Context: an optimization exercise on an open-source flow, tuned for small area. The choices shown serve that exercise and are no tape-out recipe. The RTL was checked by simulation tests, not by an equivalence proof against the original design. Power is estimated from default activity; no workload was simulated.

==> flow/design.v <==
`default_nettype none
package alu_rs_pkg;
    localparam int XLEN  = 32;
    localparam int TAG_W = 5;    
    localparam int OPND_W = 1 + TAG_W + XLEN;
    localparam logic [3:0] OP_ADD  = 4'd0;
    localparam logic [3:0] OP_SUB  = 4'd1;
    localparam logic [3:0] OP_AND  = 4'd2;
    localparam logic [3:0] OP_OR   = 4'd3;
    localparam logic [3:0] OP_XOR  = 4'd4;
    localparam logic [3:0] OP_SLL  = 4'd5;
    localparam logic [3:0] OP_SRL  = 4'd6;
    localparam logic [3:0] OP_SRA  = 4'd7;
    localparam logic [3:0] OP_SLT  = 4'd8;     
    localparam logic [3:0] OP_SLTU = 4'd9;     
endpackage
`default_nettype wire
`default_nettype none
module rs_snoop (
    input  wire                           waiting,
    input  wire [alu_rs_pkg::TAG_W-1:0]   tag,
    input  wire                           bus_valid,
    input  wire [alu_rs_pkg::TAG_W-1:0]   bus_tag,
    output logic                          hit
);
    assign hit = waiting && bus_valid && (tag == bus_tag);
endmodule
`default_nettype wire
`default_nettype none
module rs_dispatch #(
    parameter int NUM_ENTRIES = 8
) (
    input  wire                          dispatch_valid,
    input  wire                          flush,
    input  wire [NUM_ENTRIES-1:0]        busy_vec,
    input  wire                          result_valid,
    input  wire [alu_rs_pkg::TAG_W-1:0]  result_tag,
    input  wire                          src1_ready,
    input  wire [alu_rs_pkg::TAG_W-1:0]  src1_tag,
    input  wire [alu_rs_pkg::TAG_W-1:0]  src1_value_lo,
    input  wire                          src2_ready,
    input  wire [alu_rs_pkg::TAG_W-1:0]  src2_tag,
    input  wire [alu_rs_pkg::TAG_W-1:0]  src2_value_lo,
    output logic                         full,
    output logic [NUM_ENTRIES-1:0]       alloc_oh,
    output logic                         fwd1_ready,   
    output logic                         fwd1_bus,     
    output logic [alu_rs_pkg::TAG_W-1:0] fwd1_lo,      
    output logic                         fwd2_ready,
    output logic                         fwd2_bus,
    output logic [alu_rs_pkg::TAG_W-1:0] fwd2_lo
);
    logic                   accept;
    logic                   hit1, hit2;
    logic [NUM_ENTRIES-1:0] busy_below;    
    assign full   = &busy_vec;
    assign accept = dispatch_valid && !full && !flush;
    always_comb
    begin
        busy_below[0] = 1'b1;
        for (int i = 1; i < NUM_ENTRIES; i++)
            busy_below[i] = busy_below[i-1] && busy_vec[i-1];
    end
    assign alloc_oh = {NUM_ENTRIES{accept}} & ~busy_vec & busy_below;
    rs_snoop snoop1_inst (
        .waiting   (!src1_ready),
        .tag       (src1_tag),
        .bus_valid (result_valid),
        .bus_tag   (result_tag),
        .hit       (hit1)
    );
    rs_snoop snoop2_inst (
        .waiting   (!src2_ready),
        .tag       (src2_tag),
        .bus_valid (result_valid),
        .bus_tag   (result_tag),
        .hit       (hit2)
    );
    assign fwd1_ready = src1_ready || hit1;
    assign fwd1_bus   = hit1;
    assign fwd1_lo    = src1_ready ? src1_value_lo : src1_tag;
    assign fwd2_ready = src2_ready || hit2;
    assign fwd2_bus   = hit2;
    assign fwd2_lo    = src2_ready ? src2_value_lo : src2_tag;
endmodule
`default_nettype wire
`default_nettype none
module rs_entry #(
    parameter int NUM_ENTRIES = 8
) (
    input  wire                                  clk_in,
    input  wire [NUM_ENTRIES-1:0]                s1,
    input  wire [NUM_ENTRIES-1:0]                b1,
    input  wire [NUM_ENTRIES-1:0]                hn1,
    input  wire [NUM_ENTRIES-1:0]                s2,
    input  wire [NUM_ENTRIES-1:0]                b2,
    input  wire [NUM_ENTRIES-1:0]                hn2,
    input  wire [alu_rs_pkg::XLEN-1:0]           src1_val,
    input  wire [alu_rs_pkg::XLEN-1:0]           src2_val,
    input  wire [alu_rs_pkg::XLEN-1:0]           bus_value,
    output logic [NUM_ENTRIES*alu_rs_pkg::XLEN-1:0] nf1,
    output logic [NUM_ENTRIES*alu_rs_pkg::XLEN-1:0] nf2
);
    localparam int XLEN = alu_rs_pkg::XLEN;
    for (genvar i = 0; i < NUM_ENTRIES; i++)
    begin : g_field
        always_ff @(posedge clk_in)
        begin
            nf1[i*XLEN +: XLEN] <= ~(({XLEN{s1[i]}} & src1_val) | ({XLEN{b1[i]}} & bus_value)
                                   | ~({XLEN{hn1[i]}} | nf1[i*XLEN +: XLEN]));
            nf2[i*XLEN +: XLEN] <= ~(({XLEN{s2[i]}} & src2_val) | ({XLEN{b2[i]}} & bus_value)
                                   | ~({XLEN{hn2[i]}} | nf2[i*XLEN +: XLEN]));
        end
    end
endmodule
`default_nettype wire
`default_nettype none
module alu_issue #(
    parameter int NUM_ENTRIES = 8
) (
    input  wire                          clk_in,
    input  wire                          rst_in,
    input  wire                          rdy_in,
    input  wire                          flush,
    input  wire [NUM_ENTRIES-1:0]        ready_nxt,    
    input  wire [NUM_ENTRIES*4-1:0]      op_arr,
    input  wire [NUM_ENTRIES*alu_rs_pkg::TAG_W-1:0]  tag_arr,
    input  wire [NUM_ENTRIES*alu_rs_pkg::XLEN-1:0]   v1_arr,
    input  wire [NUM_ENTRIES*alu_rs_pkg::XLEN-1:0]   v2_arr,
    output logic [NUM_ENTRIES-1:0]       grant_oh,
    output logic                         result_valid,
    output logic [alu_rs_pkg::TAG_W-1:0]             result_tag,
    output logic [alu_rs_pkg::XLEN-1:0]              result_value
);
    localparam int XLEN  = alu_rs_pkg::XLEN;
    localparam int TAG_W = alu_rs_pkg::TAG_W;
    logic              any_grant;
    logic [3:0]        op;
    logic [TAG_W-1:0]  sel_tag;
    logic [XLEN-1:0]   a, b;
    logic [XLEN-1:0]   alu_out;
    logic [NUM_ENTRIES-1:0] none_below;    
    always_comb
    begin
        none_below[0] = 1'b1;
        for (int i = 1; i < NUM_ENTRIES; i++)
            none_below[i] = none_below[i-1] && !ready_nxt[i-1];
    end
    always_ff @(posedge clk_in)
        grant_oh <= ready_nxt & none_below;     
    assign any_grant = |grant_oh;
    always_comb
    begin
        op      = '0;
        sel_tag = '0;
        a       = '0;
        b       = '0;
        for (int i = 0; i < NUM_ENTRIES; i++)
        begin
            op      = op      | ({4{grant_oh[i]}}     & op_arr[i*4 +: 4]);
            sel_tag = sel_tag | ({TAG_W{grant_oh[i]}} & tag_arr[i*TAG_W +: TAG_W]);
            a       = a       | ({XLEN{grant_oh[i]}}  & v1_arr[i*XLEN +: XLEN]);
            b       = b       | ({XLEN{grant_oh[i]}}  & v2_arr[i*XLEN +: XLEN]);
        end
    end
    logic            sub;
    logic [XLEN-1:0] bx, p, g;
    logic [XLEN:0]   sum;
    logic            slt, sltu;
    assign sub  = (op == alu_rs_pkg::OP_SUB) || (op == alu_rs_pkg::OP_SLT) || (op == alu_rs_pkg::OP_SLTU);
    assign bx   = b ^ {XLEN{sub}};
    assign p    = a ^ bx;
    assign g    = a & bx;
    logic [XLEN:0]   c;
    logic [XLEN/4:0] gc;
    assign gc[0] = sub;
    for (genvar k = 0; k < XLEN/4; k++)
    begin : g_cla
        logic [3:0] pp, gg;
        assign pp = p[4*k +: 4];
        assign gg = g[4*k +: 4];
        assign c[4*k]   = gc[k];
        assign c[4*k+1] = gg[0] | (pp[0] & gc[k]);
        assign c[4*k+2] = gg[1] | (pp[1] & gg[0]) | (pp[1] & pp[0] & gc[k]);
        assign c[4*k+3] = gg[2] | (pp[2] & gg[1]) | (pp[2] & pp[1] & gg[0]) | (pp[2] & pp[1] & pp[0] & gc[k]);
        assign gc[k+1]  = gg[3] | (pp[3] & gg[2]) | (pp[3] & pp[2] & gg[1]) | (pp[3] & pp[2] & pp[1] & gg[0])
                        | (&pp & gc[k]);
    end
    assign c[XLEN] = gc[XLEN/4];
    assign sum     = {c[XLEN], p ^ c[XLEN-1:0]};
    assign sltu = !sum[XLEN];
    assign slt  = (a[XLEN-1] ^ b[XLEN-1]) ? a[XLEN-1] : sum[XLEN-1];
    logic            fill;
    logic [XLEN-1:0] sh_in, sh_out, sh_rev;
    assign fill = (op == alu_rs_pkg::OP_SRA) && a[XLEN-1];
    always_comb
        for (int i = 0; i < XLEN; i++)
            sh_in[i] = (op == alu_rs_pkg::OP_SLL) ? a[XLEN-1-i] : a[i];
    assign sh_out = XLEN'({{XLEN{fill}}, sh_in} >> b[4:0]);
    always_comb
        for (int i = 0; i < XLEN; i++)
            sh_rev[i] = sh_out[XLEN-1-i];
    logic k_sum, k_g, k_p, k_sl, k_sr, k_slt, k_sltu;
    assign k_sum  = (op == alu_rs_pkg::OP_ADD) || (op == alu_rs_pkg::OP_SUB);
    assign k_g    = (op == alu_rs_pkg::OP_AND) || (op == alu_rs_pkg::OP_OR);
    assign k_p    = (op == alu_rs_pkg::OP_OR)  || (op == alu_rs_pkg::OP_XOR);
    assign k_sl   = (op == alu_rs_pkg::OP_SLL);
    assign k_sr   = (op == alu_rs_pkg::OP_SRL) || (op == alu_rs_pkg::OP_SRA);
    assign k_slt  = (op == alu_rs_pkg::OP_SLT);
    assign k_sltu = (op == alu_rs_pkg::OP_SLTU);
    assign alu_out = ({XLEN{k_sum}} & sum[XLEN-1:0])
                   | ({XLEN{k_g}}   & g)
                   | ({XLEN{k_p}}   & p)
                   | ({XLEN{k_sl}}  & sh_rev)
                   | ({XLEN{k_sr}}  & sh_out)
                   | {{(XLEN-1){1'b0}}, (k_slt && slt) || (k_sltu && sltu)};
    always_ff @(posedge clk_in)
    begin
        if (rst_in)
            result_valid <= 1'b0;
        else if (rdy_in)
            result_valid <= any_grant && !flush;
    end
    always_ff @(posedge clk_in)
    begin
        if (rdy_in)
        begin
            result_tag   <= sel_tag;
            result_value <= alu_out;
        end
    end
endmodule
`default_nettype wire
`default_nettype none
module alu_rs_cluster #(
    parameter int NUM_ENTRIES = 8    
) (
    input  wire               clk_in,
    input  wire               rst_in,
    input  wire               rdy_in,       
    input  wire               flush,
    input  wire               dispatch_valid,
    input  wire [3:0]         dispatch_op,
    input  wire [alu_rs_pkg::TAG_W-1:0]   dispatch_tag,
    input  wire               src1_ready,
    input  wire [alu_rs_pkg::TAG_W-1:0]   src1_tag,
    input  wire [alu_rs_pkg::XLEN-1:0]    src1_value,
    input  wire               src2_ready,
    input  wire [alu_rs_pkg::TAG_W-1:0]   src2_tag,
    input  wire [alu_rs_pkg::XLEN-1:0]    src2_value,
    output logic              full,
    output logic              result_valid,
    output logic [alu_rs_pkg::TAG_W-1:0]  result_tag,
    output logic [alu_rs_pkg::XLEN-1:0]   result_value
);
    localparam int XLEN  = alu_rs_pkg::XLEN;
    localparam int TAG_W = alu_rs_pkg::TAG_W;
    logic [NUM_ENTRIES-1:0]       busy_vec;
    logic [NUM_ENTRIES-1:0]       alloc_oh;
    logic [NUM_ENTRIES-1:0]       ready_nxt;
    logic [NUM_ENTRIES-1:0]       grant_oh;
    logic [NUM_ENTRIES*4-1:0]     op_arr;
    logic [NUM_ENTRIES*TAG_W-1:0] tag_arr;
    logic [NUM_ENTRIES*XLEN-1:0]  v1_arr;
    logic [NUM_ENTRIES*XLEN-1:0]  v2_arr;
    logic                         s1_rdy, s1_bus, s2_rdy, s2_bus;
    logic [TAG_W-1:0]             s1_lo, s2_lo;
    logic [NUM_ENTRIES-1:0]       s1_vec, b1_vec, hn1_vec, s2_vec, b2_vec, hn2_vec;
    logic [NUM_ENTRIES*XLEN-1:0]  nf1_arr, nf2_arr;
    rs_dispatch #(
        .NUM_ENTRIES (NUM_ENTRIES)
    ) rs_dispatch_inst (
        .dispatch_valid (dispatch_valid),
        .flush          (flush),
        .busy_vec       (busy_vec),
        .result_valid   (result_valid),
        .result_tag     (result_tag),
        .src1_ready     (src1_ready),
        .src1_tag       (src1_tag),
        .src1_value_lo  (src1_value[TAG_W-1:0]),
        .src2_ready     (src2_ready),
        .src2_tag       (src2_tag),
        .src2_value_lo  (src2_value[TAG_W-1:0]),
        .full           (full),
        .alloc_oh       (alloc_oh),
        .fwd1_ready     (s1_rdy),
        .fwd1_bus       (s1_bus),
        .fwd1_lo        (s1_lo),
        .fwd2_ready     (s2_rdy),
        .fwd2_bus       (s2_bus),
        .fwd2_lo        (s2_lo)
    );
    for (genvar i = 0; i < NUM_ENTRIES; i++)
    begin : g_entry
        logic             busy_q, busy_d;
        logic [3:0]       op_q;
        logic [TAG_W-1:0] tag_q;
        logic             r1_q, r2_q, r1_d, r2_d;
        logic             wake1, wake2;
        logic             s1, b1, hn1, s2, b2, hn2;
        logic [XLEN-1:0]  nf1, nf2;
        assign nf1 = nf1_arr[i*XLEN +: XLEN];
        assign nf2 = nf2_arr[i*XLEN +: XLEN];
        assign s1_vec[i]  = s1;
        assign b1_vec[i]  = b1;
        assign hn1_vec[i] = hn1;
        assign s2_vec[i]  = s2;
        assign b2_vec[i]  = b2;
        assign hn2_vec[i] = hn2;
        always_comb
        begin
            busy_d = busy_q;
            if (rst_in)
                busy_d = 1'b0;
            else if (rdy_in)
            begin
                if (flush)
                    busy_d = 1'b0;
                else if (alloc_oh[i])
                    busy_d = 1'b1;
                else if (grant_oh[i])
                    busy_d = 1'b0;       
            end
        end
        always_ff @(posedge clk_in)
            busy_q <= busy_d;
        always_ff @(posedge clk_in)
        begin
            if (!busy_q)
            begin
                op_q  <= dispatch_op;
                tag_q <= dispatch_tag;
            end
        end
        rs_snoop snoop1_inst (
            .waiting   (!r1_q),
            .tag       (~nf1[TAG_W-1:0]),
            .bus_valid (result_valid),
            .bus_tag   (result_tag),
            .hit       (wake1)
        );
        rs_snoop snoop2_inst (
            .waiting   (!r2_q),
            .tag       (~nf2[TAG_W-1:0]),
            .bus_valid (result_valid),
            .bus_tag   (result_tag),
            .hit       (wake2)
        );
        assign r1_d = busy_q ? (r1_q || (rdy_in && wake1)) : s1_rdy;
        assign r2_d = busy_q ? (r2_q || (rdy_in && wake2)) : s2_rdy;
        always_ff @(posedge clk_in)
        begin
            r1_q <= r1_d;
            r2_q <= r2_d;
        end
        assign s1 = !busy_q && !s1_bus;
        assign b1 = busy_q ? (rdy_in && wake1) : s1_bus;
        assign hn1 = !busy_q || (rdy_in && wake1);
        assign s2 = !busy_q && !s2_bus;
        assign b2 = busy_q ? (rdy_in && wake2) : s2_bus;
        assign hn2 = !busy_q || (rdy_in && wake2);
        assign busy_vec[i]              = busy_q;
        assign ready_nxt[i]             = busy_d && r1_d && r2_d;
        assign op_arr[i*4 +: 4]         = op_q;
        assign tag_arr[i*TAG_W +: TAG_W] = tag_q;
        assign v1_arr[i*XLEN +: XLEN]   = ~nf1;
        assign v2_arr[i*XLEN +: XLEN]   = ~nf2;
    end
    rs_entry #(
        .NUM_ENTRIES (NUM_ENTRIES)
    ) rs_entry_inst (
        .clk_in    (clk_in),
        .s1        (s1_vec),
        .b1        (b1_vec),
        .hn1       (hn1_vec),
        .s2        (s2_vec),
        .b2        (b2_vec),
        .hn2       (hn2_vec),
        .src1_val  ({src1_value[XLEN-1:TAG_W], s1_lo}),
        .src2_val  ({src2_value[XLEN-1:TAG_W], s2_lo}),
        .bus_value (result_value),
        .nf1       (nf1_arr),
        .nf2       (nf2_arr)
    );
    alu_issue #(
        .NUM_ENTRIES (NUM_ENTRIES)
    ) alu_issue_inst (
        .clk_in       (clk_in),
        .rst_in       (rst_in),
        .rdy_in       (rdy_in),
        .flush        (flush),
        .ready_nxt    (ready_nxt),
        .op_arr       (op_arr),
        .tag_arr      (tag_arr),
        .v1_arr       (v1_arr),
        .v2_arr       (v2_arr),
        .grant_oh     (grant_oh),
        .result_valid (result_valid),
        .result_tag   (result_tag),
        .result_value (result_value)
    );
endmodule
`default_nettype wire
==> flow/flow/run.sh <==
#!/bin/bash
# Own layout flow: the standard ORFS flow (standard.sh, unchanged
# synthesis, floorplan, power grid and tap cells), with two changes:
#  - the port buffers are the smallest buffer cell;
#  - CTS builds larger sink clusters and inserts no dummy loads.
# Each call's full output goes to a log file in the work folder.
set -euo pipefail

CTS="-sink_clustering_enable -repair_clock_nets -dont_use_dummy_load"
CTS="$CTS -sink_clustering_size ${RS_CTS_SIZE:-28} -sink_clustering_max_diameter ${RS_CTS_DIAM:-80}"
CTS="$CTS -buf_list sky130_fd_sc_hd__clkbuf_16"

bash standard.sh \
    "BUFFER_PORTS_ARGS=-buffer_cell sky130_fd_sc_hd__buf_1" \
    "CTS_ARGS=$CTS" \
    finish > flow_make.log 2>&1
==> flow/standard.sh <==
#!/bin/bash
# synth_recipe.tcl (not shown) runs the flow's synth.tcl, then flattens the netlist and writes it again
# the make line also repeats each setting of config.mk as NAME=value (left out here)
make -C /OpenROAD-flow-scripts/flow DESIGN_CONFIG=/design/flow/config.mk WORK_HOME=/design/flow/orfs CLKGATE_MAP_FILE= SYNTH_SCRIPT=/design/flow/synth_recipe.tcl "${@:-finish}"
==> flow/config.mk <==
export PLATFORM = sky130hd
export DESIGN_NAME = alu_rs_cluster
export DESIGN_NICKNAME = alu_rs_cluster
export VERILOG_FILES = /design/flow/design.v
export SDC_FILE = /design/flow/constraint.sdc
export NUM_CORES = 4
export LEC_CHECK = 0
export CAP_MARGIN = 0
export CORE_MARGIN = 2
export CORE_UTILIZATION = 60
export SLEW_MARGIN = 0
==> flow/constraint.sdc <==
create_clock -name core_clock -period 6.0 [get_ports {clk_in}]
set_input_delay 1.2000 -clock core_clock [delete_from_list [all_inputs] [get_ports {clk_in}]]
set_output_delay 1.2000 -clock core_clock [all_outputs]
set_load 0.01 [all_outputs]
==> impl_metrics.json, run 1 <==
{
  "firstDrtPassIters": 7,
  "max_stage_delay_ns": 0.82,
  "seq_area_frac_synth_pct": 45.3,
  "worst_pin_slew_ns": 1.25,
  "period_needed_ns": 5.78,
  "fillerInstances": 4253,
  "io_buffers": 128,
  "rsz0062_at_grt": "false",
  "synth_cell_types": 76,
  "fin_skew_ns": 0.107,
  "hold_path_class": "flip-flop to flip-flop",
  "combPwrFrac_pct": 7.7,
  "wirelength_mm": 131,
  "slew_viol_final": 0,
  "cts_num_sinks": 654,
  "start_util_pct": 60.8,
  "worst-setup-path-type": "flip-flop to flip-flop",
  "cp-start-kind": "flip-flop",
  "finalSetupViolCount": 0,
  "timing.slew.headroom_pct": 16.4,
  "area_growth_pct": 6.24,
  "p_per_area_nw_per_um2": 244,
  "path_cells": "a22oi_1, and4_1, o211ai_1, buf_12, xor2_1, ha_1, and4_1, a221oi_1, inv_1, o2111a_1, nor2_1, o32ai_1, nand2_1, nand2_1, a21o_1, fa_1, a222oi_1, o221ai_1",
  "htree_num_levels": 2,
  "core_area_sq_um": 51500,
  "cts_tree": "built",
  "wl_per_cell_um": 32.8,
  "cap_violations": 0,
  "syn_area_sq_um": 31300,
  "nets": 3441,
  "synthCells": 3403,
  "synth-edff-count": 109,
  "cp.required_ns": 6.22,
  "clkSlewWorstSetupHoldPaths_ns": 0.08,
  "final_cell_mix": "dfxtp_1, nor2_1, a221oi_1, o22ai_1, a21oi_1",
  "power_frac_clock_pct": 30.3,
  "fin_tns_setup_ns": 0,
  "synth_ff_type": "dfxtp_1",
  "ios": 129,
  "cts_root_buf": "clkbuf_16",
  "cp-end-kind": "flip-flop",
  "antenna_found_initial": 8,
  "drive_gt1_share_pct": 8.31,
  "globalplace.congestion": 1.03,
  "drcViolationCount": 0,
  "fp-row-count": 83,
  "fin_ws_ns": 0.225,
  "die_area_sq_um": 54100,
  "ys_seq_elements": 654,
  "crit_path_top_delay_cell": "dfxtp_1",
  "pwr-share-seq_pct": 62.0,
  "clk_path_buf_depth": 3,
  "path_max_fanout": 34,
  "ir_worst_vdd_uv": 307,
  "p_int_mw": 6.04,
  "post-dp-hpwl_mm": 86.4,
  "fmax_ghz": 0.173,
  "synth-warning-count": 4,
  "die_y_um": 233,
  "finalHoldViolations": 0,
  "grt_usage_pct": 47.1,
  "syn_nets": 3532,
  "post_synth.cell_area_avg_sq_um": 9.21,
  "drt-initial-drc-count": 5186,
  "status": "no timing/DRC/antenna violations",
  "vias_per_cell": 8.00,
  "clkLatencyLatePin_ns": 0.60,
  "sw_frac_of_total_pct": 25.7,
  "finalCritPeriodShare_pct": 96.3,
  "fp.dieW_um": 233,
  "cts_buffers": 35,
  "critical_path_arrival_ns": 6.00,
  "ant_nets": 0,
  "ys_async_sr_fraction_pct": 0,
  "final_core_util_pct": 64.6,
  "layout_commonest_cell": "dfxtp_1",
  "total_leakage_power_nw": 12.7,
  "grt_pass1_vias": 30121,
  "vias": 31988,
  "grt_max_degree": 53,
  "switching_power_mw": 2.09,
  "overflow": 0,
  "grt_pass1_wl_mm": 191,
  "pre_cts_ws_ns": 0.333
}
critical path: cells and delay by family (launching register included):
family,cells,cell delay (ns)
xor gates and xnor gates,1,0.30
buffers and inverters,2,0.38
AOI/OAI and AO/OA,8,2.10
and+or+nand+nor,5,0.96
adders and majority gates,2,0.81
DFF,1,0.82
flip-flops by register name, summed over array words and instances (netlist names):
signal / cells
alu_issue_inst.result_valid: 1
g_entry.r2_q: 8
g_entry.tag_q: 40
alu_issue_inst.grant_oh: 8
rs_entry_inst.nf2: 256
g_entry.busy_q: 8
alu_issue_inst.result_tag: 5
alu_issue_inst.result_value: 32
rs_entry_inst.nf1: 256
g_entry.op_q: 32
g_entry.r1_q: 8
metal layers:
metal,up-vias,global-route usage [%],share of wire [%]
li1,12990,-,-
met1,15200,59.8,35
met2,3047,69.4,42
met3,745,14.5,15
met4,6,29.7,7.5
met5,-,1.47,0.030
logic make-up after synthesis:
group	Yosys count	synth area share, %
muxes	97	3.30
DFF	654	45.3
AOI/OAI and AO/OA	1221	28.6
and+or+nand+nor	839	12.0
xor gates and xnor gates	126	3.52
adders and majority gates	39	1.73
buffers and inverters	427	5.53
repair_timing:
| action | CTS | global route |
|---|---|---|
| gates resized for setup | 0 | 6 |
| buffers inserted | 0 | 0 |
| hold buffers | 0 | 0 |
| endpoints found under the setup margin | 0 | 2 |
cell type report:
class                   count  area [sq um]  share of cell area (%)
repair buffers            270          1620                    4.88
clock buffers              35           876                    2.63
inverters                  29           111                   0.335
multi-input cells        2322         15600                    46.9
well taps                 680           851                    2.56
flip-flops and latches    654         14200                    42.6
diodes                      9          22.5                  0.0677
power groups by stage:
stage	registers [mW]	clock network [mW]	logic [mW]
floorplan	4.95	0	0.474
global placement	5.10	0	0.579
detailed placement	5.11	0	0.603
CTS	5.01	2.44	0.605
global route	5.05	2.57	0.668
finish	5.04	2.47	0.626
metrics by stage:
| stage | total power [mW] | std cells | cell area, sq um | hold WS, ns |
|---|---|---|---|---|
| after floorplan | 5.43 | 3403 | 31300 | 0.474 |
| after global placement | 5.68 | 3955 | 32400 | 0.485 |
| after detailed placement | 5.71 | 3955 | 32400 | 0.487 |
| after CTS | 8.05 | 3990 | 33300 | 0.502 |
| after global routing | 8.30 | 3995 | 33300 | 0.515 |
| final | 8.13 | 3999 | 33300 | 0.504 |
synth_stat cells, drive strengths merged (7+ instances only):
master,instances,area [sq um]
nand3,25,125
or4,34,255
or3,8,55.1
mux2i,71,722
nand4,33,221
a221oi,454,4000
xnor2,30,263
o22ai,354,2210
o221ai,17,149
nand2b,18,113
nor3,18,95.1
nand2,78,293
nor4,40,278
a21o,20,150
o41ai,12,105
xor2,96,841
and2,22,138
o22a,15,131
mux2,26,312
o211ai,16,120
edfxtp,109,3270
ha,32,400
a22oi,48,390
nor2,541,2030
clkbuf,223,837
inv,29,109
fa,7,140
dfxtp,545,10900
o21ai,75,375
a21oi,137,686
buf,175,787
a211oi,9,77.6
a222oi,11,110
path summary, 6_finish.rpt:
path,start,end,slack [ns],cells past startpoint
max,alu_issue_inst.grant_oh[7],alu_issue_inst.result_value[28],0.22,18
min,rs_entry_inst.nf2[124],rs_entry_inst.nf2[124],0.50,2
max reg2reg,alu_issue_inst.grant_oh[7],alu_issue_inst.result_value[28],0.22,18
min reg2reg,rs_entry_inst.nf2[124],rs_entry_inst.nf2[124],0.50,2
==> run 2, diff against run 1 <==
--- a/flow/config.mk
+++ b/flow/config.mk
@@ -5,7 +5,8 @@
 export SDC_FILE = /design/flow/constraint.sdc
 export NUM_CORES = 4
 export LEC_CHECK = 0
-export CAP_MARGIN = 0
+export CAP_MARGIN = 10
 export CORE_MARGIN = 2
-export CORE_UTILIZATION = 60
-export SLEW_MARGIN = 0
+export CORE_UTILIZATION = 50
+export PLACE_DENSITY = 0.9
+export SLEW_MARGIN = 10
==> run 2 against run 1 <==
Against the previous run:
- sequential power hardly changed
- clock-buffer cell count is 5 lower
- sequential share of layout area is 0.14 points higher
- die area is 20% higher
- clock skew is 0.022 ns lower
- area after synthesis stayed put
- combinational power is 2% higher
- critical path depth is 2 higher
- sequential cell count stayed put
- synthesized cell count stayed put
- first-iteration DRC count is 21% higher
- largest power group unchanged
==> impl_metrics.json, run 2 <==
{
  "synth_top_cell_by_area": "dfxtp_1",
  "rsz0062_at_grt": "false",
  "core_area_sq_um": 61800,
  "drt-initial-drc-count": 6268,
  "vias": 31538,
  "finalSetupViolCount": 0,
  "io_buffers": 128,
  "ys_async_sr_fraction_pct": 0,
  "nets": 3413,
  "worst_pin_slew_ns": 1.31,
  "ys_seq_elements": 654,
  "grt_max_degree": 48,
  "timing.slew.headroom_pct": 10.4,
  "cts_setup_buffers": 0,
  "wl_per_cell_um": 29.5,
  "fin_tns_setup_ns": 0,
  "finalHoldViolations": 0,
  "grt_pass1_vias": 30026,
  "ff2ff_setup_slack_ns": 0.29,
  "post_synth.cell_area_avg_sq_um": 9.21,
  "clkLatencyLatePin_ns": 0.66,
  "ctsResizeCount": 0,
  "cp-end-kind": "flip-flop",
  "cts_tree": "built",
  "ios": 129,
  "synth_cell_types": 76,
  "drive_gt1_share_pct": 7.40,
  "area_growth_pct": 5.86,
  "firstDrtPassIters": 7,
  "overflow": 0,
  "critical_path_arrival_ns": 6.06,
  "clkSlewWorstSetupHoldPaths_ns": 0.11,
  "cp-start-kind": "flip-flop",
  "synthDominantCellAreaShare_pct": 34.8,
  "fin_skew_ns": 0.0851,
  "cts_buffers": 30,
  "top_regs": "rs_entry_inst.nf1 (256), rs_entry_inst.nf2 (256), g_entry.tag_q (40)",
  "r2r_end": "alu_issue_inst.result_value[28]",
  "path_max_fanout": 16,
  "syn_area_sq_um": 31300,
  "slew_viol_final": 0,
  "cts_root_buf": "clkbuf_16",
  "post-dp-hpwl_mm": 77.8,
  "globalplace.congestion": 1.06,
  "hold_path_class": "flip-flop to flip-flop",
  "rr_startpoint": "alu_issue_inst.grant_oh[5]",
  "crit_path_start": "alu_issue_inst.grant_oh[5]",
  "final_cell_mix": "dfxtp_1, nor2_1, a221oi_1, o22ai_1, a21oi_1",
  "crit_end": "alu_issue_inst.result_value[28]",
  "fillerInstances": 5391,
  "die_y_um": 254,
  "fp.dieW_um": 254,
  "seq_area_frac_synth_pct": 45.3,
  "die_area_sq_um": 64700,
  "synth_ff_type": "dfxtp_1",
  "p_per_area_nw_per_um2": 239,
  "htree_num_levels": 1,
  "clk_path_buf_depth": 3,
  "synth_common_cells": "dfxtp_1, nor2_1, a221oi_1",
  "cp.required_ns": 6.36,
  "ant_nets": 0,
  "ir_worst_vdd_uv": 183,
  "cts_num_sinks": 654,
  "total_power_mw": 7.91,
  "synth-warning-count": 4,
  "start_util_pct": 50.7,
  "synth_area_leaders": "dfxtp_1, a221oi_1, edfxtp_1",
  "cts-hold-fix-buffers": 0,
  "status": "no timing/DRC/antenna violations",
  "period_needed_ns": 5.71,
  "final_core_util_pct": 53.6,
  "layout_commonest_cell": "dfxtp_1",
  "r2r_cells": 20,
  "finalCritPeriodShare_pct": 95.1,
  "drcViolationCount": 0,
  "grt_pass1_wl_mm": 182,
  "synth.most_common_cell": "dfxtp_1",
  "total_leakage_power_nw": 12.5,
  "worst-setup-path-type": "flip-flop to flip-flop",
  "wirelength_mm": 122,
  "min_from": "rs_entry_inst.nf1[60]",
  "antenna_found_initial": 10,
  "synth-edff-count": 109,
  "cap_violations": 0,
  "fmax_ghz": 0.175,
  "synthCells": 3403,
  "syn_nets": 3532,
  "grt_usage_pct": 36.3,
  "vias_per_cell": 7.65,
  "fp-row-count": 91
}
==> run 2: critical path, stage by stage, from the launching register on <==
cell and delay (ns):
dfxtp_1 0.55, a22oi_1 0.32, nand4_1 0.42, o211ai_1 0.33
buf_4 0.34, xnor2_1 0.14, ha_1 0.37, a21oi_1 0.23
nor2_1 0.07, a211oi_1 0.24, buf_4 0.16, a21oi_1 0.14
o2111a_1 0.30, nor2_1 0.29, o32ai_1 0.18, nand2_1 0.10
nand2_1 0.05, a21o_1 0.21, fa_1 0.48, a222oi_1 0.34
o221ai_1 0.18
==> run 2: metrics by stage <==
stage,hold WS (ns),std cells,setup slack [ns],instance area (sq um)
2_1_floorplan,0.474,3403,0.946,31300
3_3_place_gp,0.485,4089,0.637,32400
3_5_place_dp,0.486,4089,0.507,32400
4_1_cts,0.504,4119,0.470,33100
5_1_grt,0.518,4122,0.105,33200
6_report,0.507,4124,0.292,33200
==> run 2: cells by family after synthesis <==
family | share of synthesized area, %
muxes | 3.30
xor gates and xnor gates | 3.52
adders and majority gates | 1.73
buffers and inverters | 5.53
AOI/OAI and AO/OA | 28.6
and+or+nand+nor | 12.0
DFF | 45.3
==> run 2: per-layer routing <==
layer  GRT usage (%)  share of wire (%)  wire, um
met3            13.0                 18     21300
met4            20.0                6.4      7830
met2            53.2                 41     50300
met1            46.4                 35     42200
met5           0.376              0.073        89
==> run 2: layout make-up <==
type,count,area (sq um),share of cell area (%)
Multi-Input combinational cell,2322,15600,47.1
Sequential cell,654,14200,42.8
Tap cell,837,1050,3.16
Clock buffer,30,751,2.26
Antenna cell,5,12.5,0.0377
Inverter,29,109,0.328
Timing Repair Buffer,247,1450,4.37
==> run 2: power by group <==
| group | internal (mW) | switching, mW | total [mW] |
|---|---|---|---|
| registers | 4.73 | 0.277 | 5.01 |
| clock network | 0.891 | 1.37 | 2.26 |
| logic | 0.261 | 0.377 | 0.638 |
| total | 5.88 | 2.03 | 7.91 |
==> run 2: how the worst min path moves through the flow <==
| stage | to | depth (start not counted) |
|---|---|---|
| global placement | rs_entry_inst.nf2[50] | 2 |
| CTS | rs_entry_inst.nf1[156] | 2 |
| global route | rs_entry_inst.nf1[56] | 2 |
| floorplan | g_entry[1].r2_q | 1 |
| detailed placement | rs_entry_inst.nf2[27] | 2 |
| finish | rs_entry_inst.nf1[60] | 2 |
==> run 3, diff against run 2 <==
--- a/flow/config.mk
+++ b/flow/config.mk
@@ -8,5 +8,5 @@
 export CAP_MARGIN = 10
 export CORE_MARGIN = 2
 export CORE_UTILIZATION = 50
-export PLACE_DENSITY = 0.9
+export PLACE_DENSITY = 0.95
 export SLEW_MARGIN = 10
==> run 3 against run 2 <==
Against the previous run:
- still clean on timing, DRC and antenna
- clock-buffer cell count down 1
- synthesized cell count did not move
- clock skew shrank 0.029 ns
- area after synthesis is the same
- highest routed layer unchanged
==> impl_metrics.json, run 3 <==
{
  "cp-start-kind": "flip-flop",
  "worst-setup-path-type": "flip-flop to flip-flop",
  "core_area_sq_um": 61800,
  "rr_startpoint": "alu_issue_inst.grant_oh[5]",
  "io_buffers": 128,
  "critical_path_arrival_ns": 6.04,
  "finalSetupViolCount": 0,
  "top_layer_used": "met5",
  "finalHoldViolations": 0,
  "fmax_ghz": 0.176,
  "cp-end-kind": "flip-flop",
  "grt_pass1_wl_mm": 188,
  "die_y_um": 254,
  "grt_max_degree": 48,
  "path_max_fanout": 19,
  "clk_path_buf_depth": 3,
  "min_from": "rs_entry_inst.nf1[29]",
  "wirelength_mm": 127,
  "dr_wl_met2_mm": 52.1,
  "synth_ff_type": "dfxtp_1",
  "cp.required_ns": 6.37,
  "antenna_found_initial": 11,
  "globalplace.congestion": 1.08,
  "p_per_area_nw_per_um2": 238,
  "cts_root_buf": "clkbuf_16",
  "path_cells": "inv_2, buf_4, o22ai_1, or4_1, ha_1, and4_1, nand3_1, a21oi_1, o2111a_1, nor2_1, o32ai_1, nand2_1, nand2_1, a21o_1, fa_1, a222oi_1, o221ai_1",
  "cts_tree": "built",
  "layout_commonest_cell": "dfxtp_1",
  "syn_nets": 3532,
  "hold_path_class": "flip-flop to flip-flop",
  "placed_area_sq_um": 32500,
  "slew_viol_final": 0,
  "ff2ff_setup_slack_ns": 0.33,
  "synth_area_leaders": "dfxtp_1, a221oi_1, edfxtp_1",
  "path_common_cell": "nand2_1",
  "cpLargestDelayFamily": "compound AO/OA/AOI/OAI gates",
  "grt_usage_pct": 37.8,
  "firstDrtPassIters": 13,
  "synthCells": 3403,
  "synth_cell_types": 76,
  "crit_path_start": "alu_issue_inst.grant_oh[5]",
  "timing.hold.ws_ns": 0.506,
  "synth_common_cells": "dfxtp_1, nor2_1, a221oi_1",
  "overflow": 0,
  "synth-edff-count": 109,
  "drt-met1-wl_mm": 42.8,
  "clkLatencyLatePin_ns": 0.65,
  "total_leakage_power_nw": 12.6,
  "clkSlewWorstSetupHoldPaths_ns": 0.11,
  "finalCritPeriodShare_pct": 94.6,
  "timing.slew.headroom_pct": 16.5,
  "htree_num_levels": 1,
  "drive_gt1_share_pct": 7.58,
  "post-dp-hpwl_mm": 83.2,
  "worst_pin_slew_ns": 1.22,
  "design_area_sq_um": 33200,
  "fp.dieW_um": 254,
  "final_core_util_pct": 53.7,
  "cp_num_buf_inv": 2,
  "fin_skew_ns": 0.0561,
  "synth_top_cell_by_area": "dfxtp_1",
  "cts_buffers": 29,
  "synth-warning-count": 4,
  "final_cell_mix": "dfxtp_1, nor2_1, a221oi_1, o22ai_1, a21oi_1",
  "rsz0062_at_grt": "false",
  "wl_per_cell_um": 30.8,
  "seq_area_frac_synth_pct": 45.3,
  "dpl.cell_count": 4095,
  "grt_pass1_vias": 30831,
  "vias": 32279,
  "fp-row-count": 91,
  "final_cell_count_no_fill": 4127,
  "die_area_sq_um": 64700,
  "synth.most_common_cell": "dfxtp_1",
  "area_growth_pct": 5.97,
  "cts_num_sinks": 654,
  "vias_per_cell": 7.82,
  "post_synth.cell_area_avg_sq_um": 9.21,
  "fin_tns_setup_ns": 0,
  "ant_nets": 0,
  "met3_length_mm": 21.9,
  "period_needed_ns": 5.67,
  "syn_area_sq_um": 31300,
  "drt-initial-drc-count": 6099,
  "start_util_pct": 50.7,
  "top_regs": "rs_entry_inst.nf1 (256), rs_entry_inst.nf2 (256), g_entry.tag_q (40)",
  "crit_path_top_delay_cell": "or4_1",
  "total_power_mw": 7.90,
  "max_stage_delay_ns": 0.68,
  "ios": 129,
  "fin_ws_ns": 0.327,
  "cap_violations": 0,
  "ys_seq_elements": 654,
  "status": "no timing/DRC/antenna violations",
  "cts_setup_buffers": 0,
  "ys_async_sr_fraction_pct": 0,
  "ir_worst_vdd_uv": 237,
  "nets": 3418,
  "synthDominantCellAreaShare_pct": 34.8,
  "pre_cts_ws_ns": 0.436,
  "drcViolationCount": 0
}
[run 3: changes by cell type in the layout (fill, tap and decap cells not counted), sizes merged]
cell and delta:
diode -2, clkbuf -1, buf +6
[run 3: cell families after synthesis]
| kind of cell | after synthesis | share of synthesized area, % |
|---|---|---|
| xor+xnor | 126 | 3.52 |
| flops | 654 | 45.3 |
| simple gates | 839 | 12.0 |
| fa+ha+maj | 39 | 1.73 |
| compound gates | 1221 | 28.6 |
| buf+inv | 427 | 5.53 |
| mux | 97 | 3.30 |
[run 3: power breakdown]
part	leakage [nW]	switching (mW)	internal, mW
clock network	0.357	1.38	0.862
logic	6.46	0.356	0.259
registers	5.74	0.309	4.73
total	12.6	2.05	5.85
[run 3: layout make-up]
| type | count | area, sq um |
|---|---|---|
| Antenna cell | 3 | 7.51 |
| Clock buffer | 29 | 726 |
| Fill cell | 5300 | 28600 |
| Inverter | 29 | 111 |
| Multi-Input combinational cell | 2322 | 15600 |
| Sequential cell | 654 | 14200 |
| Tap cell | 837 | 1050 |
| Timing Repair Buffer | 253 | 1510 |
[run 3: final timing paths]
kind | endpoint | cells past startpoint
setup / recovery | alu_issue_inst.result_value[28] | 17
hold / removal | rs_entry_inst.nf1[29] | 2
setup reg to reg | alu_issue_inst.result_value[28] | 17
hold reg to reg | rs_entry_inst.nf1[29] | 2
[run 3: per-layer routing]
layer | vias to the layer above | global-route usage, %
li1 | 12919 | -
met1 | 14947 | 46.6
met2 | 3418 | 55.5
met3 | 981 | 14.4
met4 | 14 | 23.8
met5 | - | 0
[run 3: worst min-delay path, stage by stage, from the launching register on]
cell and delay [ns]:
dfxtp_1 0.30, nor2_1 0.10, a221oi_1 0.05
[run 3: what timing repair did]
item,CTS,global route
gates resized for setup,0,3
endpoints found under the setup margin,0,2
hold buffers,0,0
==> run 4, diff against run 3 <==
--- a/flow/config.mk
+++ b/flow/config.mk
@@ -8,5 +8,4 @@
 export CAP_MARGIN = 10
 export CORE_MARGIN = 2
 export CORE_UTILIZATION = 50
-export PLACE_DENSITY = 0.95
 export SLEW_MARGIN = 10
==> run 4 against run 3 <==
Against the previous run:
- routed wire length rose by 11%
- sequential power barely moved
- clock-buffer cell count rose by 6
- sequential share of layout area fell by 0.35 points
- first-iteration DRC count fell by 18%
- register-to-register slack barely moved
- clock skew rose by 0.053 ns
- setup slack barely moved
- critical path type unchanged
==> impl_metrics.json, run 4 <==
{
  "ff2ff_setup_slack_ns": 0.33,
  "final_cell_mix": "dfxtp_1, nor2_1, a221oi_1, o22ai_1, a21oi_1",
  "post-dp-hpwl_mm": 92.6,
  "fp.dieW_um": 254,
  "period_needed_ns": 5.67,
  "syn_area_sq_um": 31300,
  "cts_tree": "built",
  "ant_nets": 0,
  "fmax_ghz": 0.176,
  "grt_pass1_wl_mm": 202,
  "synthCells": 3403,
  "finalSetupViolCount": 0,
  "max_stage_delay_ns": 0.56,
  "antenna_found_initial": 10,
  "timing.hold.ws_ns": 0.507,
  "rsz0062_at_grt": "false",
  "die_y_um": 254,
  "syn_nets": 3532,
  "drive_gt1_share_pct": 7.94,
  "critical_path_arrival_ns": 5.91,
  "seq_area_frac_synth_pct": 45.3,
  "wirelength_mm": 141,
  "htree_num_levels": 2,
  "cp-end-kind": "flip-flop",
  "drcViolationCount": 0,
  "vias": 31442,
  "fp-row-count": 91,
  "total_leakage_power_nw": 12.7,
  "synthDominantCellAreaShare_pct": 34.8,
  "ys_seq_elements": 654,
  "synth_common_cells": "dfxtp_1, nor2_1, a221oi_1",
  "synth_ff_type": "dfxtp_1",
  "r2r_end": "alu_issue_inst.result_value[28]",
  "cp.required_ns": 6.24,
  "fin_tns_setup_ns": 0,
  "ys_async_sr_fraction_pct": 0,
  "cap_violations": 0,
  "cp-start-kind": "flip-flop",
  "cts_num_sinks": 654,
  "worst-setup-path-type": "flip-flop to flip-flop",
  "ctsResizeCount": 0,
  "fin_skew_ns": 0.109,
  "crit_path_top_delay_cell": "dfxtp_1",
  "timing.slew.headroom_pct": 5.74,
  "synth_top_cell_by_area": "dfxtp_1",
  "core_area_sq_um": 61800,
  "r2r_cells": 20,
  "top_regs": "rs_entry_inst.nf1 (256), rs_entry_inst.nf2 (256), g_entry.tag_q (40)",
  "p_per_area_nw_per_um2": 245,
  "cts_buffers": 35,
  "synth_area_leaders": "dfxtp_1, a221oi_1, edfxtp_1",
  "grt_max_degree": 47,
  "cts-hold-fix-buffers": 0,
  "min_from": "rs_entry_inst.nf2[101]",
  "drt-initial-drc-count": 5002,
  "synth-edff-count": 109,
  "finalHoldViolations": 0,
  "grt_pass1_vias": 29322,
  "slew_viol_final": 0,
  "io_buffers": 128,
  "clkSlewWorstSetupHoldPaths_ns": 0.10,
  "die_area_sq_um": 64700,
  "firstDrtPassIters": 8,
  "cts_root_buf": "clkbuf_16",
  "clk_path_buf_depth": 3,
  "vias_per_cell": 7.59,
  "fillerInstances": 5640,
  "grt_usage_pct": 42.3,
  "ios": 129,
  "finalCritPeriodShare_pct": 94.6,
  "min_to": "rs_entry_inst.nf2[101]",
  "synth_cell_types": 76,
  "cts_setup_buffers": 0,
  "cpLargestDelayFamily": "compound AO/OA/AOI/OAI gates",
  "overflow": 0,
  "worst_pin_slew_ns": 1.37,
  "cp_num_buf_inv": 3,
  "nets": 3432,
  "path_max_fanout": 34,
  "path_cells": "inv_2, buf_12, o22ai_1, or4_1, xnor2_1, ha_1, nand4_1, nor2_1, o2111ai_1, a21oi_1, o2111a_1, nor2_1, o32ai_1, buf_4, nand2_1, nand2_1, a21o_1, fa_1, a222oi_1, o221ai_1",
  "layout_commonest_cell": "dfxtp_1",
  "synth-warning-count": 4,
  "area_growth_pct": 6.84,
  "rr_startpoint": "alu_issue_inst.grant_oh[3]",
  "hold_depth": 2,
  "hold_path_class": "flip-flop to flip-flop",
  "ir_worst_vdd_uv": 242,
  "globalplace.congestion": 1.02,
  "start_util_pct": 50.7,
  "clkLatencyLatePin_ns": 0.62,
  "synth.most_common_cell": "dfxtp_1",
  "status": "no timing/DRC/antenna violations",
  "post_synth.cell_area_avg_sq_um": 9.21,
  "wl_per_cell_um": 34.0
}
[run 4: cell count changes in the layout (fill, tap and decap cells not counted), moves of 2 or more]
cell	before	now
diode_2	3	6
clkbuf_16	29	35
buf_12	7	12
buf_4	118	120
[run 4: final cells by class]
type                            instances  area (sq um)  area share, %
Tap cell                              837          1050           3.13
Clock buffer                           35           876           2.62
Antenna cell                            6          15.0         0.0449
Inverter                               29           109          0.325
Multi-Input combinational cell       2322         15600           46.6
Timing Repair Buffer                  261          1630           4.87
Sequential cell                       654         14200           42.4
[run 4: worst max path at each step]
stage | cells past startpoint | slack [ns] | start | endpoint
after global placement | 20 | 0.58 | alu_issue_inst.grant_oh[3] | alu_issue_inst.result_value[28]
after floorplan | 19 | 0.95 | alu_issue_inst.grant_oh[7] | alu_issue_inst.result_value[28]
after detailed placement | 19 | 0.55 | alu_issue_inst.grant_oh[3] | alu_issue_inst.result_value[28]
final | 20 | 0.33 | alu_issue_inst.grant_oh[3] | alu_issue_inst.result_value[28]
after CTS | 21 | 0.43 | alu_issue_inst.grant_oh[3] | alu_issue_inst.result_value[28]
after global routing | 19 | 0.02 | alu_issue_inst.grant_oh[3] | alu_issue_inst.result_value[28]
[run 4: power breakdown]
group / switching, mW / internal (mW)
Sequential: 0.298 / 4.73
Clock: 1.47 / 1.05
Combinational: 0.377 / 0.262
Total: 2.15 / 6.04
[run 4: routing by layer]
metal / up-vias / global-route usage [%] / wire length (um)
li1: 12954 / - / -
met4: 8 / 21.1 / 7960
met1: 15344 / 56.7 / 53500
met2: 2617 / 63.7 / 60900
met5: - / 0 / 51
met3: 519 / 10.4 / 18700
[run 4: cell families (layout without fill, tap and decap cells)]
logic type,after synthesis,in the layout,synth area share [%]
AO/OA/AOI/OAI,1221,1221,28.6
AND/OR/NAND/NOR,839,839,12.0
flip-flops,654,654,45.3
buffers and inverters,427,325,5.53
XOR/XNOR,126,126,3.52
multiplexers,97,97,3.30
adder cells (fa/ha/maj),39,39,1.73
other,0,6,0
[run 4: worst reg2reg max path, cell delays in order, from the launching register on]
cell,delay (ns)
dfxtp_1,0.56
inv_2,0.37
buf_12,0.29
o22ai_1,0.17
or4_1,0.50
xnor2_1,0.17
ha_1,0.37
nand4_1,0.15
nor2_1,0.13
o2111ai_1,0.31
a21oi_1,0.41
o2111a_1,0.24
nor2_1,0.06
o32ai_1,0.23
buf_4,0.20
nand2_1,0.06
nand2_1,0.08
a21o_1,0.14
fa_1,0.38
a222oi_1,0.32
o221ai_1,0.17
[run 4: per-stage QoR]
| stage | instance area [sq um] | setup slack, ns | power [mW] | std cells | util, % |
|---|---|---|---|---|---|
| 2_1_floorplan | 31300 | 0.946 | 5.43 | 3403 | - |
| 3_3_place_gp | 32600 | 0.579 | 5.71 | 4102 | 52.7 |
| 3_5_place_dp | 32600 | 0.549 | 5.73 | 4102 | 52.7 |
| 4_1_cts | 33400 | 0.429 | 8.15 | 4137 | 54.1 |
| 5_1_grt | 33500 | 0.0181 | 8.39 | 4142 | 54.1 |
| 6_report | 33500 | 0.327 | 8.19 | 4144 | 54.1 |
==> run 5, diff against run 4 <==
--- a/flow/config.mk
+++ b/flow/config.mk
@@ -8,4 +8,5 @@
 export CAP_MARGIN = 10
 export CORE_MARGIN = 2
 export CORE_UTILIZATION = 50
+export PLACE_DENSITY = 0.75
 export SLEW_MARGIN = 10
==> run 5 against run 4 <==
Against the previous run:
- sequential cell count is the same
- routed wire length shrank 11%
- highest routed layer unchanged
- register-to-register slack lost 0.03 ns
- cell count shrank 0.56%
- sequential share of layout area grew 0.39 points
- non-clock buffer count shrank 21
- first-iteration DRC count grew 4.2%
- setup slack lost 0.034 ns
- total power shrank 2.5%
- clock skew shrank 0.033 ns
- critical path depth shrank 1
==> impl_metrics.json, run 5 <==
{
  "status": "no timing/DRC/antenna violations",
  "die_area_sq_um": 64700,
  "syn_nets": 3532,
  "synth_top_cell_by_area": "dfxtp_1",
  "post_synth.cell_area_avg_sq_um": 9.21,
  "ys_async_sr_fraction_pct": 0,
  "cp_num_buf_inv": 4,
  "ant_nets": 0,
  "path_max_fanout": 18,
  "fin_ws_ns": 0.293,
  "ctsResizeCount": 0,
  "grt_pass1_wl_mm": 186,
  "synth_common_cells": "dfxtp_1, nor2_1, a221oi_1",
  "top_regs": "rs_entry_inst.nf1 (256), rs_entry_inst.nf2 (256), g_entry.tag_q (40)",
  "clkLatencyLatePin_ns": 0.67,
  "overflow": 0,
  "fp.dieW_um": 254,
  "syn_area_sq_um": 31300,
  "seq_area_frac_synth_pct": 45.3,
  "synth_ff_type": "dfxtp_1",
  "io_buffers": 128,
  "finalSetupViolCount": 0,
  "cts_root_buf": "clkbuf_16",
  "worst-setup-path-type": "flip-flop to flip-flop",
  "synthDominantCellAreaShare_pct": 34.8,
  "drive_gt1_share_pct": 7.45,
  "nets": 3407,
  "htree_num_levels": 1,
  "post-dp-hpwl_mm": 80.6,
  "ir_worst_vdd_uv": 243,
  "die_y_um": 254,
  "cap_violations": 0,
  "timing.hold.ws_ns": 0.504,
  "synth.most_common_cell": "dfxtp_1",
  "cp-start-kind": "flip-flop",
  "period_needed_ns": 5.71,
  "drt-initial-drc-count": 5214,
  "layout_commonest_cell": "dfxtp_1",
  "cpLargestDelayFamily": "compound AO/OA/AOI/OAI gates",
  "fmax_ghz": 0.175,
  "synth_cell_types": 76,
  "synthCells": 3403,
  "wirelength_mm": 126,
  "finalHoldViolations": 0,
  "cts-hold-fix-buffers": 0,
  "globalplace.congestion": 1.01,
  "total_leakage_power_nw": 12.5,
  "path_cells": "inv_2, buf_4, o22ai_1, or4_1, ha_1, a21oi_1, o21bai_1, a221oi_1, inv_1, o2111a_1, nor2_1, o32ai_1, buf_4, nand2_1, nand2_1, a21o_1, fa_1, a222oi_1, o221ai_1",
  "pre_cts_ws_ns": 0.572,
  "cp-end-kind": "flip-flop",
  "synth-warning-count": 4,
  "design_area_sq_um": 33200,
  "dpl.cell_count": 4082,
  "clk_path_buf_depth": 3,
  "clkSlewWorstSetupHoldPaths_ns": 0.11,
  "ys_seq_elements": 654,
  "synth_area_leaders": "dfxtp_1, a221oi_1, edfxtp_1",
  "grt_pass1_vias": 29020,
  "fin_skew_ns": 0.0756,
  "cts_tree": "built",
  "rsz0062_at_grt": "false",
  "critical_path_arrival_ns": 6.03,
  "synth-edff-count": 109,
  "core_area_sq_um": 61800,
  "final_cell_count_no_fill": 4121,
  "firstDrtPassIters": 9,
  "slew_viol_final": 0,
  "timing.slew.headroom_pct": 23.9,
  "max_stage_delay_ns": 0.73,
  "wl_per_cell_um": 30.6,
  "finalCritPeriodShare_pct": 95.1,
  "final_cell_mix": "dfxtp_1, nor2_1, a221oi_1, o22ai_1, a21oi_1",
  "vias_per_cell": 7.52,
  "fillerInstances": 5609,
  "start_util_pct": 50.7,
  "grt_max_degree": 61,
  "vias": 30991,
  "fin_tns_setup_ns": 0,
  "p_per_area_nw_per_um2": 241,
  "grt_usage_pct": 37.7,
  "fp-row-count": 91,
  "cts_buffers": 31,
  "crit_path_top_delay_cell": "or4_1",
  "drcViolationCount": 0,
  "ios": 129,
  "hold_path_class": "flip-flop to flip-flop",
  "cp.required_ns": 6.32,
  "cts_num_sinks": 654,
  "worst_pin_slew_ns": 1.11,
  "placed_area_sq_um": 32400,
  "antenna_found_initial": 11,
  "cts_setup_buffers": 0,
  "area_growth_pct": 5.87
}
[run 5: changes by cell type in the layout (fill, tap and decap cells not counted), moves of 2 or more]
cell	change
buf_4	-15
and2_1	-6
and2_2	+6
buf_12	-5
clkbuf_16	-4
diode_2	+2
[run 5: worst reg2reg max path, delay by kind of cell (launching register included)]
| family | cells | cell delay [ns] |
|---|---|---|
| AO/OA/AOI/OAI | 9 | 1.92 |
| AND/OR/NAND/NOR | 4 | 1.00 |
| buffers and inverters | 4 | 0.98 |
| adder cells (fa/ha/maj) | 2 | 0.89 |
| flip-flops | 1 | 0.60 |
[run 5: final timing paths]
kind / start / end / slack, ns / cells past startpoint
hold / removal: rs_entry_inst.nf1[14] / rs_entry_inst.nf1[14] / 0.50 / 2
setup reg to reg: alu_issue_inst.grant_oh[3] / alu_issue_inst.result_value[28] / 0.29 / 19
setup / recovery: alu_issue_inst.grant_oh[3] / alu_issue_inst.result_value[28] / 0.29 / 19
hold reg to reg: rs_entry_inst.nf1[14] / rs_entry_inst.nf1[14] / 0.50 / 2
[run 5: final cells by class]
type / count / area, sq um / area share, %
Tap cell: 837 / 1050 / 3.16
Timing Repair Buffer: 240 / 1410 / 4.25
Clock buffer: 31 / 776 / 2.34
Sequential cell: 654 / 14200 / 42.8
Antenna cell: 8 / 20.0 / 0.0604
Inverter: 29 / 109 / 0.328
Multi-Input combinational cell: 2322 / 15600 / 47.1
[run 5: per-stage QoR]
stage,utilization [%],power [mW]
after CTS,53.6,7.92
after detailed placement,52.4,5.70
after global routing,53.6,8.16
after floorplan,-,5.43
after global placement,52.4,5.69
final,53.6,7.98
[run 5: cells by family after synthesis]
kind of cell | count (synthesis) | synth area share (%)
compound gates | 1221 | 28.6
buf+inv | 427 | 5.53
mux | 97 | 3.30
xor+xnor | 126 | 3.52
simple gates | 839 | 12.0
fa+ha+maj | 39 | 1.73
flops | 654 | 45.3
[run 5: report_power, final]
part / internal (mW) / switching (mW) / leakage (nW)
sequential: 4.73 / 0.299 / 5.74
combinational: 0.258 / 0.354 / 6.40
clock: 0.918 / 1.42 / 0.382
[run 5: layer usage]
metal | routed length, um | share of wire (%) | global-route usage [%] | vias up
li1 | - | - | - | 12898
met1 | 47100 | 37 | 49.9 | 14903
met2 | 52800 | 42 | 55.3 | 2669
met3 | 19700 | 16 | 12.4 | 513
met4 | 6480 | 5.1 | 18.0 | 8
met5 | 121 | 0.096 | 0.977 | -
==> run 6, diff against run 5 <==
--- a/flow/config.mk
+++ b/flow/config.mk
@@ -7,6 +7,6 @@
 export LEC_CHECK = 0
 export CAP_MARGIN = 10
 export CORE_MARGIN = 2
-export CORE_UTILIZATION = 50
-export PLACE_DENSITY = 0.75
+export CORE_UTILIZATION = 60
+export PLACE_DENSITY = 0.8
 export SLEW_MARGIN = 10
==> run 6 against run 5 <==
Against the previous run:
- design area grew 0.47%
- critical path type unchanged
- global-route usage grew 10 points
- die area shrank 16%
- via count grew 3.2%
- largest power group unchanged
- clock-buffer cell count grew 3
- largest cell class unchanged
- clock power grew 5%
- area after synthesis is the same
- critical endpoint unchanged
==> impl_metrics.json, run 6 <==
{
  "vias_per_cell": 8.00,
  "htree_num_levels": 2,
  "p_per_area_nw_per_um2": 244,
  "nets": 3441,
  "area_growth_pct": 6.36,
  "worst-setup-path-type": "flip-flop to flip-flop",
  "fp.dieW_um": 233,
  "vias": 31991,
  "cts-hold-fix-buffers": 0,
  "fp-row-count": 83,
  "ys_async_sr_fraction_pct": 0,
  "start_util_pct": 60.8,
  "fin_tns_setup_ns": 0,
  "drive_gt1_share_pct": 8.25,
  "hold_path_class": "flip-flop to flip-flop",
  "seq_area_frac_synth_pct": 45.3,
  "wirelength_mm": 133,
  "cp-start-kind": "flip-flop",
  "min_from": "rs_entry_inst.nf2[37]",
  "synth_ff_type": "dfxtp_1",
  "firstDrtPassIters": 11,
  "ctsResizeCount": 0,
  "io_buffers": 128,
  "synth_top_cell_by_area": "dfxtp_1",
  "post_synth.cell_area_avg_sq_um": 9.21,
  "synth-edff-count": 109,
  "fin_skew_ns": 0.106,
  "cp-end-kind": "flip-flop",
  "cts_buffers": 34,
  "r2r_end": "alu_issue_inst.result_value[28]",
  "critical_path_arrival_ns": 6.03,
  "slew_viol_final": 0,
  "cap_violations": 0,
  "die_y_um": 233,
  "globalplace.congestion": 1.02,
  "clk_path_buf_depth": 3,
  "synthDominantCellAreaShare_pct": 34.8,
  "synth_cell_types": 76,
  "die_area_sq_um": 54100,
  "cts_setup_buffers": 0,
  "min_to": "rs_entry_inst.nf2[37]",
  "core_area_sq_um": 51500,
  "cts_root_buf": "clkbuf_16",
  "clkLatencyLatePin_ns": 0.63,
  "period_needed_ns": 5.74,
  "r2r_cells": 18,
  "syn_area_sq_um": 31300,
  "synth_common_cells": "dfxtp_1, nor2_1, a221oi_1",
  "cp.required_ns": 6.29,
  "grt_max_degree": 48,
  "grt_usage_pct": 47.9,
  "drcViolationCount": 0,
  "top_regs": "rs_entry_inst.nf1 (256), rs_entry_inst.nf2 (256), g_entry.tag_q (40)",
  "antenna_found_initial": 11,
  "fillerInstances": 4162,
  "total_power_mw": 8.12,
  "finalSetupViolCount": 0,
  "layout_commonest_cell": "dfxtp_1",
  "total_leakage_power_nw": 12.7,
  "cts_num_sinks": 654,
  "syn_nets": 3532,
  "synthCells": 3403,
  "grt_pass1_wl_mm": 194,
  "path_max_fanout": 16,
  "rsz0062_at_grt": "false",
  "worst_pin_slew_ns": 1.27,
  "finalCritPeriodShare_pct": 95.6,
  "rr_startpoint": "alu_issue_inst.grant_oh[5]",
  "overflow": 0,
  "synth-warning-count": 4,
  "ff2ff_setup_slack_ns": 0.26,
  "ant_nets": 0,
  "cts_tree": "built",
  "synth_area_leaders": "dfxtp_1, a221oi_1, edfxtp_1",
  "ir_worst_vdd_uv": 353,
  "wl_per_cell_um": 33.3,
  "clkSlewWorstSetupHoldPaths_ns": 0.10,
  "final_cell_mix": "dfxtp_1, nor2_1, a221oi_1, o22ai_1, a21oi_1",
  "fmax_ghz": 0.174,
  "post-dp-hpwl_mm": 88.0,
  "drt-initial-drc-count": 5534,
  "hold_depth": 2,
  "ios": 129,
  "ys_seq_elements": 654,
  "status": "no timing/DRC/antenna violations",
  "timing.slew.headroom_pct": 15.4,
  "finalHoldViolations": 0,
  "grt_pass1_vias": 30038,
  "synth.most_common_cell": "dfxtp_1"
}
-- run 6: cell counts after synthesis --
Identical to the previous run, type by type.
-- run 6: worst max path at each step --
stage	startpoint	to	slack [ns]	depth (start not counted)
floorplan	alu_issue_inst.grant_oh[7]	alu_issue_inst.result_value[28]	0.95	19
global placement	alu_issue_inst.grant_oh[5]	alu_issue_inst.result_value[28]	0.71	18
detailed placement	alu_issue_inst.grant_oh[5]	alu_issue_inst.result_value[28]	0.62	18
CTS	alu_issue_inst.grant_oh[5]	alu_issue_inst.result_value[28]	0.54	18
global route	alu_issue_inst.grant_oh[5]	alu_issue_inst.result_value[28]	0.11	18
finish	alu_issue_inst.grant_oh[5]	alu_issue_inst.result_value[28]	0.26	18
-- run 6: layout make-up --
class | count | area, sq um | area share [%]
inverter | 29 | 109 | 0.327
antenna | 8 | 20.0 | 0.0601
multi-input combinational | 2322 | 15600 | 46.9
sequential | 654 | 14200 | 42.6
clock buffer | 34 | 851 | 2.55
timing repair buffer | 271 | 1690 | 5.08
tap | 680 | 851 | 2.55
-- run 6: cells by family after synthesis --
group,count (synthesis),synth area share [%]
flip-flops,654,45.3
XOR/XNOR,126,3.52
AND/OR/NAND/NOR,839,12.0
AO/OA/AOI/OAI,1221,28.6
adder cells (fa/ha/maj),39,1.73
multiplexers,97,3.30
buffers and inverters,427,5.53
-- run 6: routing by layer --
metal  vias up  wire [um]  GRT usage, %
li1      12964          -             -
met1     15256      47500          61.7
met2      3063      55200          68.5
met3       702      22100          18.5
met4         6       8510          26.5
met5         -         37         0.551
-- run 6: through the flow --
stage                     hold WS [ns]  instance area (sq um)  std cells  setup WS, ns  util [%]
after floorplan                  0.474                  31300       3403         0.946         -
after global placement           0.485                  32400       3956         0.712      63.0
after detailed placement         0.486                  32400       3956         0.619      63.0
after CTS                        0.504                  33300       3990         0.536      64.6
after global routing             0.520                  33300       3994         0.112      64.7
final                            0.507                  33300       3998         0.263      64.7
-- run 6: worst max-delay path, cell delays in order, from the launching register on --
cell	delay [ns]
dfxtp_1	0.47
inv_2	0.49
buf_4	0.34
o22ai_1	0.11
or4_1	0.73
ha_1	0.43
and4_1	0.23
nand3_1	0.20
a21oi_1	0.43
o2111a_1	0.25
nor2_1	0.06
o32ai_1	0.26
buf_4	0.21
nand2_1	0.06
nand2_1	0.08
a21o_1	0.15
fa_1	0.39
a222oi_1	0.32
o221ai_1	0.16
-- run 6: power by group --
group          switching (mW)  internal [mW]  leakage [nW]
combinational           0.375          0.262          6.58
clock                    1.44           1.02         0.419
sequential              0.297           4.73          5.74
==> run 7, diff against run 6 <==
--- a/flow/flow/run.sh
+++ b/flow/flow/run.sh
@@ -7,7 +7,7 @@
 set -euo pipefail
 
 CTS="-sink_clustering_enable -repair_clock_nets -dont_use_dummy_load"
-CTS="$CTS -sink_clustering_size ${RS_CTS_SIZE:-28} -sink_clustering_max_diameter ${RS_CTS_DIAM:-80}"
+CTS="$CTS -sink_clustering_size ${RS_CTS_SIZE:-32} -sink_clustering_max_diameter ${RS_CTS_DIAM:-100}"
 CTS="$CTS -buf_list sky130_fd_sc_hd__clkbuf_16"
 
 bash standard.sh \
--- a/flow/config.mk
+++ b/flow/config.mk
@@ -7,6 +7,5 @@
 export LEC_CHECK = 0
 export CAP_MARGIN = 10
 export CORE_MARGIN = 2
-export CORE_UTILIZATION = 60
-export PLACE_DENSITY = 0.8
+export CORE_UTILIZATION = 50
 export SLEW_MARGIN = 10
==> run 7 against run 6 <==
Against the previous run:
- still clean
- global-route usage down 5.8 points
- critical path depth is 1 higher
- via count is 2.1% lower
- area after synthesis is the same
- sequential share of layout area about the same
- sequential cell count unchanged
- design area is 0.11% higher
- clock-buffer cell count down 4
- total power is 1.7% lower
- fmax increased by 1.4%
- non-clock buffer count is 10 lower
- hold slack got worse by 0.0014 ns
- largest power group unchanged
- highest routed layer unchanged
==> impl_metrics.json, run 7 <==
{
  "status": "no timing/DRC/antenna violations",
  "p_per_area_nw_per_um2": 239,
  "vias_per_cell": 7.56,
  "clkLatencyLatePin_ns": 0.69,
  "cts_num_sinks": 654,
  "synthCells": 3403,
  "synth_area_leaders": "dfxtp_1, a221oi_1, edfxtp_1",
  "vias": 31319,
  "grt_usage_pct": 42.1,
  "cap_violations": 0,
  "slew_viol_final": 0,
  "timing.slew.headroom_pct": 7.21,
  "synth_common_cells": "dfxtp_1, nor2_1, a221oi_1",
  "io_buffers": 128,
  "path_max_fanout": 34,
  "drt-initial-drc-count": 4999,
  "finalSetupViolCount": 0,
  "ys_async_sr_fraction_pct": 0,
  "hold_path_class": "flip-flop to flip-flop",
  "clkSlewWorstSetupHoldPaths_ns": 0.09,
  "ys_seq_elements": 654,
  "cp.required_ns": 6.31,
  "min_from": "rs_entry_inst.nf2[5]",
  "core_area_sq_um": 61800,
  "cts_buffers": 30,
  "cts_setup_buffers": 0,
  "rsz0062_at_grt": "false",
  "post_synth.cell_area_avg_sq_um": 9.21,
  "timing.hold.ws_ns": 0.505,
  "antenna_found_initial": 12,
  "syn_nets": 3532,
  "wirelength_mm": 140,
  "fin_tns_setup_ns": 0,
  "r2r_end": "alu_issue_inst.result_value[28]",
  "synth_top_cell_by_area": "dfxtp_1",
  "placed_area_sq_um": 32600,
  "start_util_pct": 50.7,
  "seq_area_frac_synth_pct": 45.3,
  "critical_path_arrival_ns": 5.96,
  "worst-setup-path-type": "flip-flop to flip-flop",
  "synth-edff-count": 109,
  "fillerInstances": 5662,
  "regArea_sq_um": 14200,
  "final_cell_mix": "dfxtp_1, nor2_1, a221oi_1, o22ai_1, a21oi_1",
  "cp-end-kind": "flip-flop",
  "r2r_cells": 19,
  "cp-start-kind": "flip-flop",
  "p_int_mw": 5.88,
  "grt_pass1_wl_mm": 201
}
-- run 7: cell counts after synthesis --
Identical to the previous run, type by type.
-- run 7: power by group through the flow --
stage	logic [mW]	registers (mW)	clock network, mW
4_1_cts	0.618	5.01	2.31
5_1_grt	0.680	5.05	2.46
3_5_place_dp	0.617	5.11	0
3_3_place_gp	0.598	5.11	0
6_report	0.637	5.03	2.32
2_1_floorplan	0.474	4.95	0
-- run 7: area by class of cell --
| cell class | count | area share [%] |
|---|---|---|
| Inverter | 29 | 0.326 |
| Clock buffer | 30 | 2.25 |
| Sequential cell | 654 | 42.5 |
| Tap cell | 837 | 3.14 |
| Antenna cell | 10 | 0.0750 |
| Timing Repair Buffer | 261 | 4.88 |
| Multi-Input combinational cell | 2322 | 46.8 |
-- run 7: cells by family (layout without fill, tap and decap cells) --
kind of cell | Yosys count | count (layout) | share of synthesized area [%]
adder cells (fa/ha/maj) | 39 | 39 | 1.73
AO/OA/AOI/OAI | 1221 | 1221 | 28.6
multiplexers | 97 | 97 | 3.30
buffers and inverters | 427 | 320 | 5.53
flip-flops | 654 | 654 | 45.3
AND/OR/NAND/NOR | 839 | 839 | 12.0
XOR/XNOR | 126 | 126 | 3.52
other | 0 | 10 | 0
-- run 7: metrics by stage --
| stage | cells | util [%] | worst slack [ns] | total power [mW] |
|---|---|---|---|---|
| after global placement | 4102 | 52.7 | 0.579 | 5.71 |
| after detailed placement | 4102 | 52.7 | 0.549 | 5.73 |
| after CTS | 4132 | 53.9 | 0.500 | 7.94 |
| after global routing | 4139 | 53.9 | 0.0877 | 8.19 |
| final | 4143 | 54.0 | 0.344 | 7.99 |
| after floorplan | 3403 | - | 0.946 | 5.43 |
-- run 7: layer usage --
layer  global-route usage, %  vias to the layer above  share of wire, %
met5                       0                        -             0.036
met4                    20.6                        8               5.2
met3                    9.59                      477                13
met2                    63.4                     2601                44
met1                    56.9                    15270                38
li1                        -                    12963                 -
-- run 7: worst max-delay path by stage --
stage | slack [ns] | cells after the start | start | endpoint
2_1_floorplan | 0.95 | 19 | alu_issue_inst.grant_oh[7] | alu_issue_inst.result_value[28]
3_3_place_gp | 0.58 | 20 | alu_issue_inst.grant_oh[3] | alu_issue_inst.result_value[28]
3_5_place_dp | 0.55 | 19 | alu_issue_inst.grant_oh[3] | alu_issue_inst.result_value[28]
4_1_cts | 0.50 | 19 | alu_issue_inst.grant_oh[3] | alu_issue_inst.result_value[28]
5_1_grt | 0.09 | 19 | alu_issue_inst.grant_oh[3] | alu_issue_inst.result_value[28]
6_report | 0.34 | 19 | alu_issue_inst.grant_oh[3] | alu_issue_inst.result_value[28]
-- run 7: worst max-delay path: stages, from the launching register on --
cell and delay [ns]:
dfxtp_1 0.55, inv_2 0.37, buf_12 0.30, o22ai_1 0.10
or4_1 0.77, ha_1 0.43, a21oi_1 0.16, o21bai_1 0.08
a221oi_1 0.48, inv_1 0.10, o2111a_1 0.27, nor2_1 0.16
o32ai_1 0.10, buf_4 0.17, nand2_1 0.07, nand2_1 0.05
a21o_1 0.20, fa_1 0.46, a222oi_1 0.32, o221ai_1 0.17

Setup slack of run 7, layout unchanged: 0.344 ns with ideal ports, 0.344 ns with driving cells assumed (clock clkbuf_16, inputs buf_2), 0.344 ns with port delays also shifted by the 0.699 ns mid clock arrival.
